This is an optimization exercise on Yosys and OpenROAD, whose aim is small area, not a production implementation.
In this exercise RTL edits were held to simulation tests only and were not proved equivalent to the original.
Power is estimated from default activity; no workload was simulated.

== oak ==
## checksum_packet_sync_top
module checksum_packet_sync_top #(
  parameter int unsigned WORDS_PER_PACKET = 6
) (
  input  wire logic                        clk_i,
  input  wire logic                        rst_ni,
  input  wire logic                        in_valid_i,
  output logic                             in_stall_o,
  input  wire logic [cps_pkg::BYTE_W-1:0]  in_byte_i,
  output logic                             out_valid_o,
  input  wire logic                        out_stall_i,
  output logic [cps_pkg::WORD_W-1:0]       word_0_o,
  output logic [cps_pkg::WORD_W-1:0]       word_1_o,
  output logic [cps_pkg::WORD_W-1:0]       word_2_o,
  output logic [cps_pkg::WORD_W-1:0]       word_3_o,
  output logic [cps_pkg::WORD_W-1:0]       word_4_o
);
  localparam int unsigned KEEP = 23;
  logic [KEEP-1:0][7:0] win_q;
  logic                 out_valid_q;
  logic [4:0]           fill_q;       
  logic [3:0]           k_q;
  logic                 ok1_q, ok2_q, ok3_q;
  logic                 in_xfer;
  logic [7:0]           nx;
  logic [11:0]          na, nb;       
  logic [7:0]           mk, ma, mb;   
  logic [3:0]           k_d;
  logic                 zero, match, full, hit;
  assign in_stall_o  = out_valid_q & out_stall_i;
  assign in_xfer     = in_valid_i & ~in_stall_o;
  assign out_valid_o = out_valid_q;
  assign nx = ~in_byte_i;
  logic [41:0] ts, tc;
  logic [3:0] hs, hc;
  always_comb begin
    ts[0] = win_q[3][2] ^ win_q[3][0] ^ win_q[7][0];
  ...
Size in the first run: about 8600 µm² of cells after synthesis.
==> flow/config.mk <==
export PLATFORM = sky130hd
export DESIGN_NAME = checksum_packet_sync_top
export DESIGN_NICKNAME = checksum_packet_sync_top
export VERILOG_FILES = /design/flow/design.v
export SDC_FILE = /design/flow/constraint.sdc
export NUM_CORES = 4
export LEC_CHECK = 0
export ABC_AREA = 0
export CAP_MARGIN = 20
export CORE_MARGIN = 2
export CORE_UTILIZATION = 60
export CTS_BUF_LIST = sky130_fd_sc_hd__clkbuf_8
export CTS_CLUSTER_DIAMETER = 60
export CTS_CLUSTER_SIZE = 20
export SLEW_MARGIN = 20
==> flow/constraint.sdc <==
create_clock -name core_clock -period 6.0 [get_ports {clk_i}]
set_input_delay 1.2000 -clock core_clock [delete_from_list [all_inputs] [get_ports {clk_i}]]
set_output_delay 1.2000 -clock core_clock [all_outputs]
set_load 0.01 [all_outputs]
standard.sh (not shown) runs the stock make flow with config.mk's settings and CLKGATE_MAP_FILE= SYNTH_SCRIPT=/design/flow/synth_recipe.tcl, a recipe that flattens the netlist after the stock synthesis.
==> flow/flow/run.sh <==
#!/bin/bash
# The standard synthesis, then the standard layout steps with these changes:
#  - inverters moved across full adders, XOR gates and half adders (flow/polarity.py), which removes most of
#    the inverters that synthesis leaves between adders; a Yosys equivalence proof with
#    the registers paired by name must pass, or the standard netlist is kept;
#  - port buffers made from the smallest buffer cell (every port still gets one);
#  - the largest buffers and inverters kept out of placement and timing repair;
#  - clock tree synthesis without dummy loads.
# Each step's output goes to a log of its own here; ORFS's own logs are under orfs/logs.
set -euo pipefail
bash standard.sh synth > synth.log 2>&1

res=orfs/results/sky130hd/checksum_packet_sync_top/base
lib="$FLOW_HOME/platforms/sky130hd/lib/sky130_fd_sc_hd__tt_025C_1v80.lib"
cp "$res/1_2_yosys.v" synth_standard.v
if python3 flow/polarity.py synth_standard.v synth_polarity.v > polarity.log 2>&1; then
  cat > equiv.ys <<EOY
read_liberty -ignore_miss_func $lib
read_verilog synth_standard.v
rename $FLOW_TOP gold
read_verilog synth_polarity.v
rename $FLOW_TOP gate
flatten
async2sync
rename -hide w:*.*
rename -hide w:_*_
rename -hide w:_pol*
opt_clean
equiv_make gold gate eq
hierarchy -top eq
equiv_simple
equiv_induct
equiv_status -assert
EOY
  yosys_bin="$FLOW_HOME/../tools/install/yosys/bin/yosys"
  [[ -x "$yosys_bin" ]] || yosys_bin=yosys
  if "$yosys_bin" -q -l equiv.log equiv.ys > equiv.out 2>&1; then
    cp synth_polarity.v "$res/1_2_yosys.v"
    rm -f "$res/1_synth.odb" "$res/1_synth.sdc"
    echo "using the netlist with moved inverters" >> polarity.log
  else
    echo "equivalence not proven: keeping the standard netlist" >> polarity.log
  fi
fi

plat=$(sed -n '/^export DONT_USE_CELLS/,/^#/p' "$FLOW_HOME/platforms/sky130hd/config.mk" \
  | grep -o 'sky130_fd_sc_hd__[a-z0-9_]*' | tr '\n' ' ')
big="sky130_fd_sc_hd__buf_12 sky130_fd_sc_hd__buf_16 sky130_fd_sc_hd__buf_8 sky130_fd_sc_hd__buf_6
  sky130_fd_sc_hd__bufinv_8 sky130_fd_sc_hd__bufinv_16 sky130_fd_sc_hd__inv_6 sky130_fd_sc_hd__inv_8
  sky130_fd_sc_hd__inv_12 sky130_fd_sc_hd__inv_16 sky130_fd_sc_hd__clkinv_8 sky130_fd_sc_hd__clkinv_16
  sky130_fd_sc_hd__clkbuf_16 sky130_fd_sc_hd__bufbuf_8 sky130_fd_sc_hd__bufbuf_16"
cts="-sink_clustering_enable -repair_clock_nets -sink_clustering_size 20"
cts="$cts -sink_clustering_max_diameter 60 -buf_list sky130_fd_sc_hd__clkbuf_8 -dont_use_dummy_load"
bash standard.sh "DONT_USE_CELLS=$plat $(echo $big)" \
  BUFFER_PORTS_ARGS="-buffer_cell sky130_fd_sc_hd__buf_1" CTS_ARGS="$cts" finish > layout.log 2>&1
Other scripts of this flow, unchanged in this note and not shown: flow/flow/polarity.py
### oak -> pine
Settings: CORE_UTILIZATION: 60 -> 80.
Findings:
In the flow results for pine and oak, the combinational group power is larger on pine.
Summary of pine over oak: placeable core area went down by 3600 µm², number of H-tree levels was more or less identical.
Per the comparison of pine with oak, instance count after placement with tap cells included -33; met1 global-route usage +9.8 points; via total after detailed routing +145.
pine against oak: global-route usage went up by 7.2 points, worst setup margin went down by 0.016 ns.
diff inputs: pine => birch
Settings: CORE_UTILIZATION now 88, was 80.
- On final-stage net count, the higher figure sits with pine, not birch.
- Met3 layer wire length in the routed design, birch vs pine: down slightly
- birch leaves more setup margin than pine.
- [compare] base=pine new=birch: met1 global-route usage moved up, data-path buffer share of cell area in the final layout moved down, number of placed instances with taps included has decreased, number of max-slew violations in the final report neither gained nor lost much.
- birch does better than pine on final cell area excluding filler cells.
- Any difference in wire length of the first global-routing pass between birch and pine is small enough to ignore.
- birch vs pine — final estimated routing congestion in global placement dropped by a few percent
[inputs] maple vs birch
Settings: CORE_UTILIZATION now 50, was 88.
==> comparison <==
No stage failed in maple, and the final checks on the layout all came back clean. Summary of maple over birch: actual slew at the worst max-slew pin dropped 0.079 ns; final design instance area without fill now larger; area overhead of the layout relative to synthesis now sits higher; average routed wire per standard cell has decreased; met3 track demand over resource in global routing went down 4.9 points. Comparing birch against maple, there is no change at all in number of multi-input combinational cells. Share of the cycle needed by the critical path after routing, birch and maple, higher one = maple. On worst setup slack, the lower figure sits with maple, not birch. On clock share of power, the higher figure sits with maple, not birch. Side by side, number of vias after detailed routing turned out lower in maple than in birch.

-- re-timing with driven ports --
The results above use ideal ports. As a check the final layouts listed here were re-extracted and re-timed, cells and wires unchanged.
Step 1 (the two cells are an assumption about what drives the block):
set clk [get_ports {clk_i}]
set_driving_cell -lib_cell sky130_fd_sc_hd__clkbuf_16 $clk
set_driving_cell -lib_cell sky130_fd_sc_hd__buf_2 [delete_from_list [all_inputs] $clk]
Step 2 adds t to the input delays and takes it off the output delays; t is the mean of the earliest and latest rising clock arrival at the registers after step 1. Input paths then give back, and output paths get back, about the clock's delay inside the block.
a / b / c = ideal ports / drivers / drivers and shift; a / b = the first two.
run | t, ns | slack for setup (ns) | worst setup path at the end | cell pins on the clock port's net
oak | 0.473 | 1.056 / 1.056 / 0.812 | input to register | 1
pine | 0.470 | 1.041 / 1.041 / 0.809 | input to register | 1
birch | 0.471 | 1.238 / 1.238 / 1.017 | input to register | 1
maple | 0.474 | 1.115 / 1.115 / 0.905 | input to register | 1
After both steps setup and hold are still met in every run listed. The setup slack of oak, which loses most, moves by 0.000 ns with the drivers and by -0.244 ns with both steps.
